Context: an optimization exercise on an open-source flow, tuned for small area. The choices shown serve that exercise and are no tape-out recipe.
Function was checked by simulation only, so behaviour that the tests miss may differ from the original.
Power is estimated from default activity; no workload was simulated.

==> flow/design.v <==
module data_memory #(
  parameter int DATA_WIDTH = 32,
  parameter int ADDR_BITS  = 6
) (
  input  logic                  clk,
  input  logic                  rst_n,
  input  logic                  write_enable,
  input  logic [31:0]           address,
  input  logic [DATA_WIDTH-1:0] write_data,
  output logic [DATA_WIDTH-1:0] read_data
);
  localparam int DEPTH = 2 ** ADDR_BITS;
  logic [DATA_WIDTH-1:0] mem [DEPTH];
  logic [ADDR_BITS-1:0]  index;
  assign index = address[ADDR_BITS-1:0];
  always_ff @(posedge clk or negedge rst_n) begin
    if (!rst_n) begin
      for (int i = 0; i < DEPTH; i++) begin
        mem[i] <= '0;
      end
    end else if (write_enable) begin
      mem[index] <= write_data;
    end
  end
  assign read_data = mem[index];
endmodule
==> flow/run.sh <==
#!/bin/bash
# synth_recipe.tcl (not shown) runs the flow's synth.tcl, then flattens the netlist and writes it again
# the make line also repeats each setting of config.mk as NAME=value (left out here)
make -C /OpenROAD-flow-scripts/flow DESIGN_CONFIG=/design/flow/config.mk WORK_HOME=/design/flow/orfs CLKGATE_MAP_FILE= SYNTH_SCRIPT=/design/flow/synth_recipe.tcl finish
==> flow/config.mk <==
export PLATFORM = sky130hd
export DESIGN_NAME = data_memory
export DESIGN_NICKNAME = data_memory
export VERILOG_FILES = /design/flow/design.v
export SDC_FILE = /design/flow/constraint.sdc
export NUM_CORES = 4
export LEC_CHECK = 0
export CAP_MARGIN = 20
export CORE_MARGIN = 2
export CORE_UTILIZATION = 40
export SETUP_SLACK_MARGIN = 0.2
export SLEW_MARGIN = 20
==> flow/constraint.sdc <==
create_clock -name core_clock -period 8.0 [get_ports {clk}]
set_input_delay 1.6000 -clock core_clock [delete_from_list [all_inputs] [get_ports {clk}]]
set_output_delay 1.6000 -clock core_clock [all_outputs]
set_load 0.01 [all_outputs]
==> reports/summary.md, run 1 <==
The run finished with no timing, DRC or antenna violations. In the routed layout, each cell is associated on average with a via count of 6.668. A synthesized cell averages 13.68 sq um.

The run gives 390.1 mm as the detailed-route wire length. Counting flops and latches in the post-synthesis netlist gives 2048. The netlist area before placement came out at 89270 sq um. By area, the combinational part of the netlist is dominated by multiplexers. Summed over all instances, the cell type with the most area after synthesis is dfrtp_1. For the pin with the worst max-slew slack, the measured transition is 1.329 ns.

For the final number of max-transition violations, the log shows 0. The count of buffers added on input and output ports is 72. Growth of design area from synthesis to finish: 14.41%. Number of nets in the finished design: 6544. The post-route antenna net violation count is 0, and the power per standard cell area is 242.5 nW/um^2.

Sorting the synthesized cells by area gives the leading types as dfrtp_1, mux2_2, a22oi_1. The tools report the synthesis warning total as 2. In the synthesized netlist the dominant register cell turns out to be dfrtp_1. The critical-path cell with the highest stage delay is nor4_1. The proportion of synthesized flip-flops having asynchronous set or reset came out at 100.0%.

In this design, the stage delay of the slowest critical-path cell is 0.93 ns. The register with the most flip-flops in the layout has 2048 of them. Setup repair after global routing left no endpoint under its margin. After Yosys synthesis, full adders, half adders and majority gates account for 0% of the synthesized area. The detailed router finished its first iteration with 10021 violations.

The die boundary height was 476.4 microns. The type of the worst min-delay path is register to register. The worst register-to-register path begins at mem[49][29]. The routability-driven placement congestion ratio was 0.9022; the TritonCTS buffer count was 214.

In the synthesized netlist, the number of instances is 6525. Synthesis produced a netlist with a net count of 6592. For the worst-case headroom to the max-slew limit, the log shows 11.21%. The most frequent cell after synthesis was dfrtp_1. The core region is 222100 sq um. The tools report the capture point of the worst path as read_data[26]. The run gives 49.04% as the met2 routing resource usage after global routing.

In the routed design, unresolved DRC markers number 0. mem holds more flip-flops than any other register. The clock skew is 0 ns. The start point of the critical path was address[3]. Of the total synthesized cell area, the portion taken by AND, OR, NAND and NOR gates is 4.514%.

Once the floorplan was initialized, standard cells occupied 40.20% of the core. TritonCTS built the clock tree. The clock passes through at most 3 buffers. Setup slack on the worst reg-to-reg path comes out at 7.19 ns. The origin of the worst min-delay path was mem[59][13].

The tools report the final count of hold timing violations as 0. The number of distinct library cells after synthesis was 64. The final-layout setup total negative slack is 0 ns. Clock transition at the register clock pins on the worst setup and hold paths after CTS: 0.06 ns.

For this block, the via count after detailed routing is 64311. The worst setup path is captured at a primary output. Post-layout utilization of the core: 45.99%. For the number of global-route vias before repair, the log shows 62793. In this run the count of I/O pins placed on the die edge is 99. In this run the number of H-tree levels came out at 4.

The first global-routing pass estimated 531.2 mm of wire. The endpoint identified for the worst register-to-register timing path is mem[49][29]. The placed cell count was 9231; the HPWL after detailed placement was 230.7 mm.

The count of standard-cell rows was 173; the fmax was 129.5 MHz. Cts-stage hold buffer count: 0. Counting stages on the worst path, the most repeated cell is buf_4. The multiplexer area fraction after synthesis is 26.07%. The run gives 6.40 ns as the endpoint required time on the critical path.

The max-capacitance violation count came out at 0. The area fraction of the dominant cell type after synthesis works out to 57.41%. Traced cell by cell, the critical path runs through buf_2 > buf_4 > or4b_1 > nor2_8 > buf_12 > a2111oi_0 > nand3_1 > nor4_1 > buf_4 > a31oi_1 > clkdlybuf4s50_1. In this run the post-CTS setup repair buffer count came out at 0.

The final critical-path share of the clock period came out at 96.50%. The classification of the worst setup path was primary input to primary output. Global routing consumed, on the met1 layer, 44.11% of the routing resources. The combined global-route utilization of all metal layers is 33.70%.

Wire length per cell: 40.45 microns. The number of gates resized after CTS was 0. From left edge to right edge, the die measures 476.4 microns. The first detailed-routing pass took 6 iterations. Of all nets on the critical path, the largest fanout is 18. Fraction of met3 tracks used by global routing: 9.930%.

The logs give 29 for the number of antenna violations at the first check in global routing and 0.2045 mV for the worst-case vdd ir drop. The worst setup path is launched from a primary input. For the register area share after synthesis, the log shows 57.41%.

Xor-xnor portion of the synthesized cell area: 0%. The tools report the total clock sinks as 2048. In the final layout, the registers with the most flip-flops are mem x2048. The synthesized design contains 0 enable-type register cells.

Summing the areas of all compound-gate instances in the mapped netlist gives 8.585% of the synthesized area. The number of cell instances on the worst register-to-register path was 1. The die covers 227000 sq um. The tools report the largest net degree at the start of global routing as 191. After the flow finishes, the layout carries non-filler instances totaling 9645. For the worst-skew pair, the clock arrives at the later sink with an insertion delay of 0.90 ns. After filler insertion, the fill cell instance count of the layout stands at 19766. After global routing, the most crowded layer is met2.

STA puts the critical path data arrival time at 6.12 ns. The number of setup violations in the final report is 0. Global routing finished with a remaining overflow of 0. In this run the static leakage power is 47.20 nW.

The tree is rooted in a clkbuf_16. The smallest clock period supported by the final layout is computed as 7.720 ns. Cells with a size suffix above 1 make up 42.46% of the layout.

After synthesis, the most frequently instantiated cells are dfrtp_1, mux2_2, a22oi_1.
[cell type report]
| class | count | area [sq um] | area share, % |
|---|---|---|---|
| Inverter | 6 | 22.52 | 0.02205 |
| Clock buffer | 339 | 6459 | 6.323 |
| Multi-Input combinational cell | 3809 | 35940 | 35.19 |
| Antenna cell | 23 | 57.56 | 0.05635 |
| Timing Repair Buffer | 398 | 4154 | 4.067 |
| Tap cell | 2975 | 3722 | 3.644 |
| Sequential cell | 2048 | 51250 | 50.18 |
| Clock inverter | 47 | 534.3 | 0.5231 |
[cell usage in the layout, fill, tap and decap left out, types with 5 or more instances in the layout]
master and n:
a22o_1 28, buf_16 8, nand2_1 93, o21ai_0 6, clkdlybuf4s50_1 34, a2111oi_0 32
inv_1 6, nand4bb_1 5, bufinv_16 5, a221oi_1 8, nand3_1 67, a22oi_1 835
clkbuf_16 217, and3_1 109, diode_2 23, nand3_4 6, clkbuf_1 65, a222oi_1 12
mux2i_1 18, nor3_1 25, nor2_4 104, clkbuf_8 57, nor4_1 58, buf_12 78
nor2_1 48, mux2_1 66, a31oi_1 23, clkinv_2 26, buf_2 22, dfrtp_1 2048
mux2_2 1983, nand2_4 9, a21oi_1 46, buf_4 256, a2111oi_1 5, nand4_1 146
[power breakdown]
part           leakage, nW  switching (mW)  internal (mW)
combinational         16.6            1.13           1.21
sequential            27.2           0.690           11.7
clock                 3.43            4.33           5.68
total                 47.2            6.15           18.6
[metal layers]
layer | vias to the layer above | routed length (microns)
met5 | - | 132
met4 | 10 | 27900
met3 | 1238 | 46560
met2 | 4393 | 167400
met1 | 34471 | 148100
li1 | 24199 | -
[critical path: cells and delay by family]
family	cells	cell delay, ns
and+or+nand+nor	4	2.10
buffers and inverters	5	1.77
AOI/OAI and AO/OA	2	0.60
[kinds of logic after synthesis]
logic type,Yosys count
buffers and inverters,668
DFF,2048
AOI/OAI and AO/OA,1021
muxes,2068
and+or+nand+nor,720
[per-stage QoR]
stage	cell area (sq um)	power, mW	worst slack (ns)	hold slack, ns
final	102100	24.77	0.2799	0.4802
after global routing	102100	25.56	0.2096	0.4871
after floorplan	89270	13.93	3.086	0.4490
after detailed placement	94930	14.90	0.3804	0.4658
after global placement	94710	14.71	0.4076	0.4592
after CTS	101900	24.77	0.3952	0.4796
[how the worst min path moves through the flow]
| stage | end | slack [ns] | cells past startpoint |
|---|---|---|---|
| final | mem[59][13] | 0.48 | 1 |
| after global routing | mem[59][7] | 0.49 | 1 |
| after CTS | mem[59][13] | 0.48 | 1 |
| after detailed placement | mem[59][13] | 0.47 | 1 |
| after global placement | mem[59][13] | 0.46 | 1 |
| after floorplan | mem[24][7] | 0.45 | 1 |
==> run 2, diff against run 1 <==
--- a/flow/design.v
+++ b/flow/design.v
@@ -11,16 +11,39 @@
 );
   localparam int DEPTH = 2 ** ADDR_BITS;
   logic [DATA_WIDTH-1:0] mem [DEPTH];
+  logic [DEPTH-1:0]      valid;
   logic [ADDR_BITS-1:0]  index;
+  logic [DEPTH-1:0]      word_sel;
+  logic [DEPTH-1:0]      read_sel;
   assign index = address[ADDR_BITS-1:0];
+  always_comb begin
+    for (int i = 0; i < DEPTH; i++) begin
+      word_sel[i] = (index == ADDR_BITS'(i));
+    end
+  end
+  always_ff @(posedge clk) begin
+    for (int i = 0; i < DEPTH; i++) begin
+      if (write_enable && word_sel[i]) begin
+        mem[i] <= write_data;
+      end
+    end
+  end
   always_ff @(posedge clk or negedge rst_n) begin
     if (!rst_n) begin
+      valid <= '0;
+    end else begin
       for (int i = 0; i < DEPTH; i++) begin
-        mem[i] <= '0;
+        if (write_enable && word_sel[i]) begin
+          valid[i] <= 1'b1;
+        end
       end
-    end else if (write_enable) begin
-      mem[index] <= write_data;
     end
   end
-  assign read_data = mem[index];
+  assign read_sel = word_sel & valid;
+  always_comb begin
+    read_data = '0;
+    for (int i = 0; i < DEPTH; i++) begin
+      read_data = read_data | (mem[i] & {DATA_WIDTH{read_sel[i]}});
+    end
+  end
 endmodule
==> reports/summary.md, run 2 <==
By count the netlist is led by edfxtp_1, a22o_1, a221oi_1. The run gives 9 (+3) as the number of optimization iterations in the first detailed-route pass. The fmax is 130.5 MHz (+0.71%). The run gives 0 (unchanged) as the max-capacitance violation count. The tools report the final-layout setup total negative slack as 0 ns (unchanged).

The number of distinct library cells after synthesis is 40 (-38%). The sequential fraction of design power was 55.5% (+5.4 points). The power per standard cell area is 251.3 nW/um^2 (+3.6%). The flow ran to the end and the layout has no timing, DRC or antenna violations.

The number of DRC violations after detailed routing was 0 (unchanged). The flip-flop count of the largest register after layout was 2048 (unchanged). Of all cell types, the one taking the most synthesized area is edfxtp_1. The number of global-route vias before repair was 43431 (-31%). The total of flip-flops plus latches after synthesis works out to 2112 (+3.1%). The largest stage delay on the critical path is 0.85 ns (-0.08 ns), and the post-cts gate resize count is 0 (unchanged). The final critical-path share of the clock period works out to 95.82% (-0.69 points).

The x dimension of the die was 439.2 microns (-7.8%); the starting utilization of the core area was 40.31% (+0.11 points). The HPWL after detailed placement was 182.7 mm (-21%). mem holds more flip-flops than any other register.

The cell leakage power was 28.05 nW (-41%); the detailed-route wire length was 316.5 mm (-19%). The worst slack at placement is 0.4850 ns (+0.1046 ns). The synthesized area per cell was 19.54 sq um (+43%); the switching power was 4.782 mW (-22%). The area enclosed by the die boundary is 192900 sq um (-15%).

The total via count in the routed design was 48420 (-25%). In the post-synthesis netlist, the biggest area contributors are edfxtp_1, a22o_1, a221oi_1. The die boundary height is 439.2 microns (-7.8%). The combined global-route utilization of all metal layers was 32.29% (-1.4 points). The logs give 75770 sq um (-15%) for the netlist area before placement and 3945 (-40%) for the synthesized net count. In the layout the commonest cells are edfxtp_1, a22o_1, a221oi_1, buf_4. The root buffer cell chosen for the clock tree is clkbuf_16. The share of total power in combinational logic was 3.1% (-6.3 points); the worst setup margin was 0.3348 ns (+0.05483 ns). For the number of setup violations in the final report, the log shows 0 (unchanged). The run gives 411.7 mm (-22%) as the global-route wire length before repair. The growth of design area from synthesis to finish came out at 16.64%. The final number of max-transition violations was 0 (unchanged). The maximum level of the CTS H-tree was 4 (unchanged). TritonCTS built the clock tree. The logs give 205 (-4.2%) for the TritonCTS buffer count and 188000 sq um (-15%) for the floorplan core area. The most used flip-flop cell after synthesis is edfxtp_1.

The routability-driven placement congestion ratio was 0.9363 (+3.8%). The tools report the instance count of the mapped netlist as 3878 (-41%). The post-layout utilization of the core was 47.01% (+1.0 points). STA classifies the critical path startpoint as a primary input.

The total I/O pin count came out at 99 (unchanged). The cts-stage hold buffer count was 0 (unchanged). For the total global routing overflow, the log shows 0 (unchanged). The number of antenna violations at the first check in global routing is 25 (-14%), and the post-route antenna net violation count is 0 (unchanged). The min-delay analysis places its worst path in the category register to register.

For the number of design-rule violations left by the first detailed-router iteration, the log shows 9851 (-1.7%). The clock transition at the register clock pins on the worst setup and hold paths after CTS was 0.06 ns (about the same); the largest net degree at the start of global routing was 65 (-66%). The signal on the critical path passes through clkdlybuf4s50_1 > nor4bb_1 > and3_2 > a222oi_1 > o221ai_1 > or4_1 > or4_1 > clkdlybuf4s50_1. The arrival time of data at the critical path endpoint is 6.07 ns (-0.05 ns). The tools report the endpoint kind of the worst setup timing path as a primary output. The count of standard-cell rows is 159 (-8.1%), and the internal power summed over all cells is 17.43 mW (-6.4%). The number of nets in the finished design came out at 4268 (-35%). The final period demand of the worst path was 7.665 ns (-0.05483 ns). The synthesis warning total is 2 (unchanged). Share of layout cells above drive strength 1: 18.28% (-24 points). The clock group share of total power is 41.4% (+1.0 points), and the number of flops mapped to enable cells by yosys is 2048 (+2048). The wire length per cell came out at 45.96 microns (+14%). Setup repair after global routing left no endpoint under its margin.

The tools report the clock skew as 0 ns (unchanged). The detail-routed via count per cell was 7.032 (+5.5%); the area fraction of the dominant cell type after synthesis was 81.16% (+24 points). The fraction of power spent switching nets was 21.53% (-3.3 points).

The largest registers in the layout are mem x2048, valid x64. The register area share after synthesis came out at 83.27% (+26 points). By instance count, the leading cell after synthesis is edfxtp_1.

The final count of hold timing violations was 0 (unchanged); the proportion of synthesized flip-flops having asynchronous set or reset was 3.030% (-97 points). The logs give 6.40 ns (about the same) for the endpoint required time on the critical path and 0 (unchanged) for the post-CTS setup buffer count. On the critical path, the stage with the largest delay is an instance of clkdlybuf4s50_1. The total clock sinks was 2112 (+3.1%). The maximum fanout along the worst path was 13 (-5); the worst hold slack was 0.4575 ns (-0.02264 ns). The buffer depth of the longest clock path was 3 (unchanged).

The run gives 0.86 ns (-0.04 ns) as the clock latency at the later pin of the worst-skew pair. The critical path in this run is classified as primary input to primary output. The worst-case headroom to the max-slew limit is 15.16% (+3.9 points). The number of buffer cells added on primary ports is 72 (unchanged), and the slew at the pin closest to its max-slew limit is 1.270 ns (-0.05910 ns). For the worst-case vdd ir drop, the log shows 0.2456 mV (+20%). The library cell used most frequently in the layout, excluding fill and tap cells, is edfxtp_1.
-- run 2: worst max-delay path, delay by kind of cell --
kind,cells,cell delay (ns)
buf+inv,2,1.38
simple gates,4,1.75
compound gates,2,1.31
-- run 2: cells by family after synthesis --
group / synth area share, %
flops: 83.27
compound gates: 11.71
simple gates: 3.636
buf+inv: 1.382
-- run 2: metal layers --
layer | routed length (microns) | share of wire (%) | global-route usage [%]
met1 | 107200 | 34 | 42.27
met2 | 138400 | 44 | 47.85
met3 | 48680 | 15 | 9.808
met4 | 22030 | 7.0 | 18.46
met5 | 149 | 0.047 | 0
-- run 2: power by group through the flow --
| stage | registers (mW) | clock network [mW] | logic (mW) |
|---|---|---|---|
| 6_report | 12.3 | 9.19 | 0.695 |
| 5_1_grt | 12.3 | 9.58 | 0.713 |
| 4_1_cts | 12.3 | 9.15 | 0.672 |
| 3_5_place_dp | 12.6 | 0 | 0.670 |
| 3_3_place_gp | 12.6 | 0 | 0.657 |
| 2_1_floorplan | 12.5 | 0 | 0.223 |
-- run 2: per-stage QoR --
step,instances,total power [mW],area (sq um)
finish,6886,22.21,88380
global route,6878,22.62,88360
CTS,6868,22.14,88210
detailed placement,6485,13.23,82000
global placement,6478,13.21,81830
floorplan,3878,12.76,75770
-- run 2: cell type report --
cell class	count	area [sq um]
diodes	14	35.03
clock buffers	272	5455
clock inverters	111	758.2
fillers	15557	99610
multi-input cells	1508	12210
flip-flops and latches	2112	63100
well taps	2495	3122
repair buffers	374	3701
-- run 2: path summary, 6_finish.rpt --
| path | startpoint | end | slack, ns | depth (start not counted) |
|---|---|---|---|---|
| worst max-delay path | address[0] | read_data[12] | 0.33 | 8 |
| worst min-delay path | valid[7] | valid[7] | 0.46 | 1 |
| worst max register to register | valid[38] | valid[38] | 6.94 | 1 |
| worst min register to register | valid[7] | valid[7] | 0.46 | 1 |
| max in group asynchronous | rst_n | valid[36] | 6.34 | 2 |
| min in group asynchronous | rst_n | valid[2] | 0.92 | 2 |
==> run 3, diff against run 2 <==
==> flow/design.v (replaced) <==
module data_memory #(
  parameter int DATA_WIDTH = 32,
  parameter int ADDR_BITS  = 6
) (
  input  logic                  clk,
  input  logic                  rst_n,
  input  logic                  write_enable,
  input  logic [31:0]           address,
  input  logic [DATA_WIDTH-1:0] write_data,
  output logic [DATA_WIDTH-1:0] read_data
);
  localparam int DEPTH = 2 ** ADDR_BITS;
  logic [DATA_WIDTH-1:0] mem [DEPTH];
  logic [DEPTH-1:0]      valid;
  logic [ADDR_BITS-1:0]  index;
  localparam int HALF = DATA_WIDTH / 2;
  assign index = address[ADDR_BITS-1:0];
  logic [7:0] hi_sel, lo_sel, we_hi;
  for (genvar k = 0; k < 8; k++) begin : g_pre
    assign hi_sel[k] = (index[5:3] == 3'(k));
    assign lo_sel[k] = (index[2:0] == 3'(k));
  end
  assign we_hi = hi_sel & {8{write_enable}};
  logic [DEPTH-1:0] wsel [2];
  logic [DEPTH-1:0] rsel [2];
  for (genvar h = 0; h < 2; h++) begin : g_half
    for (genvar i = 0; i < DEPTH; i++) begin : g_word
      dm_sel u_sel (
        .we_hi(we_hi[i / 8]), .hi(hi_sel[i / 8]), .lo(lo_sel[i % 8]),
        .valid(valid[i]), .wsel(wsel[h][i]), .rsel(rsel[h][i])
      );
    end
  end
  always_ff @(posedge clk) begin
    for (int i = 0; i < DEPTH; i++) begin
      if (wsel[0][i]) mem[i][HALF-1:0] <= write_data[HALF-1:0];
      if (wsel[1][i]) mem[i][DATA_WIDTH-1:HALF] <= write_data[DATA_WIDTH-1:HALF];
    end
  end
  always_ff @(posedge clk or negedge rst_n) begin
    if (!rst_n) begin
      valid <= '0;
    end else begin
      for (int i = 0; i < DEPTH; i++) begin
        if (wsel[0][i]) valid[i] <= 1'b1;
      end
    end
  end
  localparam int GROUPS = (DEPTH + 2) / 3;
  logic [DATA_WIDTH-1:0] grp_n [GROUPS];
  logic [DATA_WIDTH-1:0] part [6];
  logic [DATA_WIDTH-1:0] half_n [2];
  for (genvar b = 0; b < DATA_WIDTH; b++) begin : g_bit
    for (genvar g = 0; g < GROUPS; g++) begin : g_grp
      if (3 * g + 2 < DEPTH) begin : g_full
        dm_aoi222 u_aoi (
          .a1(mem[3*g][b]),   .a2(rsel[b / HALF][3*g]),
          .b1(mem[3*g+1][b]), .b2(rsel[b / HALF][3*g+1]),
          .c1(mem[3*g+2][b]), .c2(rsel[b / HALF][3*g+2]),
          .y (grp_n[g][b])
        );
      end else begin : g_last
        assign grp_n[g][b] = ~(mem[3*g][b] & rsel[b / HALF][3*g]);
      end
    end
    for (genvar q = 0; q < 5; q++) begin : g_or4
      dm_nand4 u_nand (
        .a(grp_n[4*q][b]), .b(grp_n[4*q+1][b]),
        .c(grp_n[4*q+2][b]), .d(grp_n[4*q+3][b]), .y(part[q][b])
      );
    end
    assign part[5][b] = ~(grp_n[20][b] & grp_n[21][b]);
    dm_nor4 u_nor_a (.a(part[0][b]), .b(part[1][b]), .c(part[2][b]), .d(part[3][b]), .y(half_n[0][b]));
    assign half_n[1][b] = ~(part[4][b] | part[5][b]);
    assign read_data[b] = ~(half_n[0][b] & half_n[1][b]);
  end
endmodule
module dm_aoi222 (
  input  logic a1, a2, b1, b2, c1, c2,
  output logic y
);
  assign y = ~((a1 & a2) | (b1 & b2) | (c1 & c2));
endmodule
module dm_nand4 (
  input  logic a, b, c, d,
  output logic y
);
  assign y = ~(a & b & c & d);
endmodule
module dm_nor4 (
  input  logic a, b, c, d,
  output logic y
);
  assign y = ~(a | b | c | d);
endmodule
module dm_sel (
  input  logic we_hi, hi, lo, valid,
  output logic wsel, rsel
);
  assign wsel = we_hi & lo;
  assign rsel = hi & lo & valid;
endmodule
==> flow/config.mk (replaced) <==
export PLATFORM = sky130hd
export DESIGN_NAME = data_memory
export DESIGN_NICKNAME = data_memory
export VERILOG_FILES = /design/flow/design.v
export SDC_FILE = /design/flow/constraint.sdc
export NUM_CORES = 4
export LEC_CHECK = 0
export CAP_MARGIN = 0
export CORE_MARGIN = 2
export CORE_UTILIZATION = 65
export CTS_BUF_LIST = sky130_fd_sc_hd__clkbuf_16
export CTS_CLUSTER_DIAMETER = 80
export CTS_CLUSTER_SIZE = 30
export PLACE_DENSITY = 0.75
export SETUP_SLACK_MARGIN = 0.1
export SLEW_MARGIN = 0
export SYNTH_HIERARCHICAL = 1
export SYNTH_MINIMUM_KEEP_SIZE = 0
==> reports/summary.md, run 3 <==
The detailed-route wire length came out at 182.5 mm (-42%). The total I/O pin count was 99 (unchanged). The startpoint identified for the worst register-to-register timing path is valid[33].

Starting utilization of the core area: 65.62% (+25 points). Summed over all instances, the cell type with the most area after synthesis is edfxtp_1. The number of buffer cells added on primary ports is 72 (unchanged), and the proportion of synthesized flip-flops having asynchronous set or reset is 3.030% (unchanged). The tools report the synthesized net count as 3462 (-12%). Cell leakage power: 24.91 nW (-11%).

The placed cell count was 5046 (-22%); the flip-flop count of the largest register after layout was 2048 (unchanged). The run gives 70.41% (+23 points) as the post-layout utilization of the core. Start point of the critical path: address[0]. For the post-layout instance area, the log shows 79210 sq um (-10%). The most critical setup path has its endpoint at read_data[6]. The most common cell in the synthesized netlist is edfxtp_1. The run gives 0 (unchanged) as the post-cts gate resize count.

Leaving out fill and tap cells, the most frequent cells in the layout are edfxtp_1, a222oi_1, nand4_1, and3_1, and2_1. The final number of max-transition violations was 0 (unchanged); the worst hold slack was 0.4960 ns (+0.03846 ns). The logs give 4.891% (-4.9 points) for the fraction of met3 tracks used by global routing and 39841 (-18%) for the total via count in the routed design. Final period demand of the worst path: 7.546 ns (-0.1189 ns).

For the global-route wire length before repair, the log shows 260.5 mm (-37%). The run gives 0 (unchanged) as the final count of hold timing violations. Classification of the worst setup path: primary input to primary output.

The xor-xnor portion of the synthesized cell area is 0% (unchanged), and the clock latency at the later pin of the worst-skew pair is 0.70 ns (-0.16 ns). The TritonCTS buffer count is 80 (-61%). Synthesized area per cell: 21.75 sq um (+11%). The detail-routed via count per cell came out at 7.687 (+9.3%). The post-synthesis share of cell area spent on full adders, half adders and majority gates came out at 0% (unchanged). Register with the most flip-flops: mem. The routability-driven placement congestion ratio is 0.8581 (-8.4%), and the endpoint required time on the critical path is 6.40 ns (about the same). The number of cell instances on the worst register-to-register path came out at 1 (unchanged). Number of cells traversed by the worst hold path: 1 (unchanged). Setup repair after global routing left no endpoint under its margin. The slew at the pin closest to its max-slew limit was 1.345 ns (+0.07588 ns). The area enclosed by the die boundary is 116300 sq um (-40%), and the clock transition at the register clock pins on the worst setup and hold paths after CTS is 0.10 ns (+0.04 ns). The max-capacitance violation count was 0 (unchanged); the total clock sinks was 2112 (unchanged). The tools report the number of optimization iterations in the first detailed-route pass as 15 (+6). Relative to the synthesized area, the layout overhead comes to 7.300%.

Final-layout setup total negative slack: 0 ns (unchanged). Maximum fanout along the worst path: 16 (+3). Sorting the synthesized cells by area gives the leading types as edfxtp_1, a222oi_1, dfrtp_1. The total of flip-flops plus latches after synthesis was 2112 (unchanged); the register area share after synthesis was 85.47% (+2.2 points). The maximum level of the CTS H-tree is 3 (-1), and the compound-cell area share of the yosys netlist is 9.111% (-2.6 points). The total area of multi-input combinational cells came out at 10730 sq um (-12%). The netlist area before placement is 73820 sq um (-2.6%), and the share of layout cells above drive strength 1 is 8.478% (-9.8 points). In this run the critical register-to-register path is captured at valid[33]. Power per standard cell area: 226.2 nW/um^2 (-10%). For this run, the leading register cell type out of synthesis is edfxtp_1. The tools report the worst-case vdd ir drop as 0.2523 mV (+2.7%).

The instance count of the mapped netlist was 3395 (-12%); the cts-stage hold buffer count was 0 (unchanged). The layer flagged by global routing as most heavily used is met2. Number of DRC violations after detailed routing: 0 (unchanged).

The post-route antenna net violation count came out at 0 (unchanged). The x dimension of the die works out to 341.0 microns (-22%). The largest registers in the layout are mem x2048, valid x64. The clock skew is 0 ns (unchanged). For the number of filler cells placed in the layout, the log shows 6532 (-58%).

The library cell used most frequently in the layout, excluding fill and tap cells, is edfxtp_1. The floorplan core area is 112500 sq um (-40%), and the final critical-path share of the clock period is 94.33% (-1.5 points). The run finished with no timing, DRC or antenna violations. The number of design-rule violations left by the first detailed-router iteration came out at 8422 (-15%). The multiplexer area fraction after synthesis is 0% (unchanged).

The tools report the overall power of the completed layout as 17.92 mW (-19%). The post-CTS setup buffer count came out at 0 (unchanged). Count of non-filler cells in the finished layout: 5183 (-25%). The area fraction of the dominant cell type after synthesis was 83.30% (+2.1 points); the total area of sequential cells was 63100 sq um (unchanged). Startpoint type of the worst setup path: a primary input. TritonCTS built the clock tree.

The HPWL after detailed placement was 110.2 mm (-40%); the total global routing overflow was 0 (unchanged). The number of distinct library cells after synthesis was 19 (-53%). The met1 track demand over resource in global routing came out at 43.51% (+1.2 points).

The run gives 50.03% (+2.2 points) as the met2 routing resource usage after global routing. The fmax came out at 132.5 MHz (+1.6%). The type of the worst min-delay path is register to register.

STA classifies the critical path endpoint as a primary output. The wire length per cell was 35.21 microns (-23%); the combined global-route utilization of all metal layers was 31.08% (-1.2 points). The number of flops mapped to enable cells by yosys was 2048 (unchanged).

The run gives 38043 (-12%) as the number of global-route vias before repair. Worst slack at placement: 0.6798 ns (+0.1948 ns). The setup slack on the worst flop-to-flop path was 7.02 ns (+0.08 ns). The library cell used as clock root buffer was clkbuf_16.

The number of setup violations in the final report was 0 (unchanged). The run gives 8 (-68%) as the number of antenna violations at the first check in global routing. The commonest cells after synthesis are edfxtp_1, a222oi_1, nand4_1. For the count of standard-cell rows, the log shows 123 (-23%). By area, the combinational part of the netlist is dominated by compound AO/OA/AOI/OAI gates.

The number of nets in the finished design was 3695 (-13%); the worst setup margin was 0.4537 ns (+0.1189 ns). Synthesis warning total: 17 (+15). The run gives 3 (unchanged) as the buffer depth of the longest clock path. The logs give 10.31% (-4.9 points) for the worst-case headroom to the max-slew limit and 65 (unchanged) for the largest net degree at the start of global routing. The cell area after placement is 76900 sq um (-6.2%).

Die boundary height: 341.0 microns (-22%). The run gives 5.95 ns (-0.12 ns) as the arrival time of data at the critical path endpoint. The simple logic cell fraction of the synthesized area is 5.366% (+1.7 points).
run 3: final cells by class:
type | count | area share, %
Antenna cell | 3 | 0.009477
Timing Repair Buffer | 155 | 1.504
Clock inverter | 53 | 0.3475
Tap cell | 1500 | 2.369
Inverter | 1 | 0.004739
Sequential cell | 2112 | 79.66
Multi-Input combinational cell | 1278 | 13.55
Clock buffer | 81 | 2.559
run 3: worst max-delay path: stages:
cell and delay (ns):
clkdlybuf4s50_1 0.61, and3b_1 0.66, and3_1 0.62, a222oi_1 0.52
nand4_1 0.36, nor4_2 0.74, nand4b_1 0.26, clkdlybuf4s50_1 0.55
run 3: Yosys stat by module (local to each module, per instance):
module,area (sq um),copies in the design,flip-flops and latches
dm_sel,12.51,128,0
dm_nand4,6.256,160,0
dm_nor4,12.51,32,0
dm_aoi222,10.01,672,0
data_memory,64100,1,2112
run 3: where the power goes:
part	switching [mW]	total (mW)	internal, mW
logic	0.442	0.630	0.188
clock network	3.07	4.96	1.89
registers	0.0828	12.3	12.3
run 3: worst min path at each step:
stage | startpoint | to | slack [ns]
after global placement | valid[55] | valid[55] | 0.46
after detailed placement | valid[13] | valid[13] | 0.47
after global routing | valid[46] | valid[46] | 0.52
final | valid[51] | valid[51] | 0.50
after floorplan | valid[0] | valid[0] | 0.45
after CTS | valid[13] | valid[13] | 0.50
run 3: cells by family after synthesis:
family / Yosys count
simple gates: 606
buf+inv: 5
compound gates: 672
flops: 2112
run 3: metal layers:
| metal | up-vias | routed length (microns) | part of all wire (%) |
|---|---|---|---|
| li1 | 16105 | - | - |
| met1 | 20300 | 63030 | 35 |
| met2 | 3083 | 88680 | 49 |
| met3 | 349 | 22180 | 12 |
| met4 | 4 | 8575 | 4.7 |
| met5 | - | 23 | 0.013 |

## re-timing with driven ports
How much do the figures lean on ideal ports? The routed layouts below were timed once more, with nothing changed but the port constraints.
Step 1 (the two cells are an assumption about what drives the block):
set clk [get_ports {clk}]
set_driving_cell -lib_cell sky130_fd_sc_hd__clkbuf_16 $clk
set_driving_cell -lib_cell sky130_fd_sc_hd__buf_2 [delete_from_list [all_inputs] $clk]
Step 2 adds t to the input delays and takes it off the output delays; t is the mean of the earliest and latest rising clock arrival at the registers after step 1. Input paths then give back, and output paths get back, about the clock's delay inside the block.
a / b / c = ideal ports / drivers / drivers and shift; a / b = the first two.
run	t, ns	slack for setup (ns)	clock arrival spread, ns
run 1	0.978	0.280 / 0.254 / 0.254	0.057 / 0.057
run 2	0.941	0.335 / 0.287 / 0.287	0.044 / 0.044
run 3	0.785	0.454 / 0.407 / 0.407	0.031 / 0.032
After both steps setup and hold are still met in every run listed. The setup slack of run 2, which loses most, moves by -0.048 ns with the drivers and by -0.048 ns with both steps.
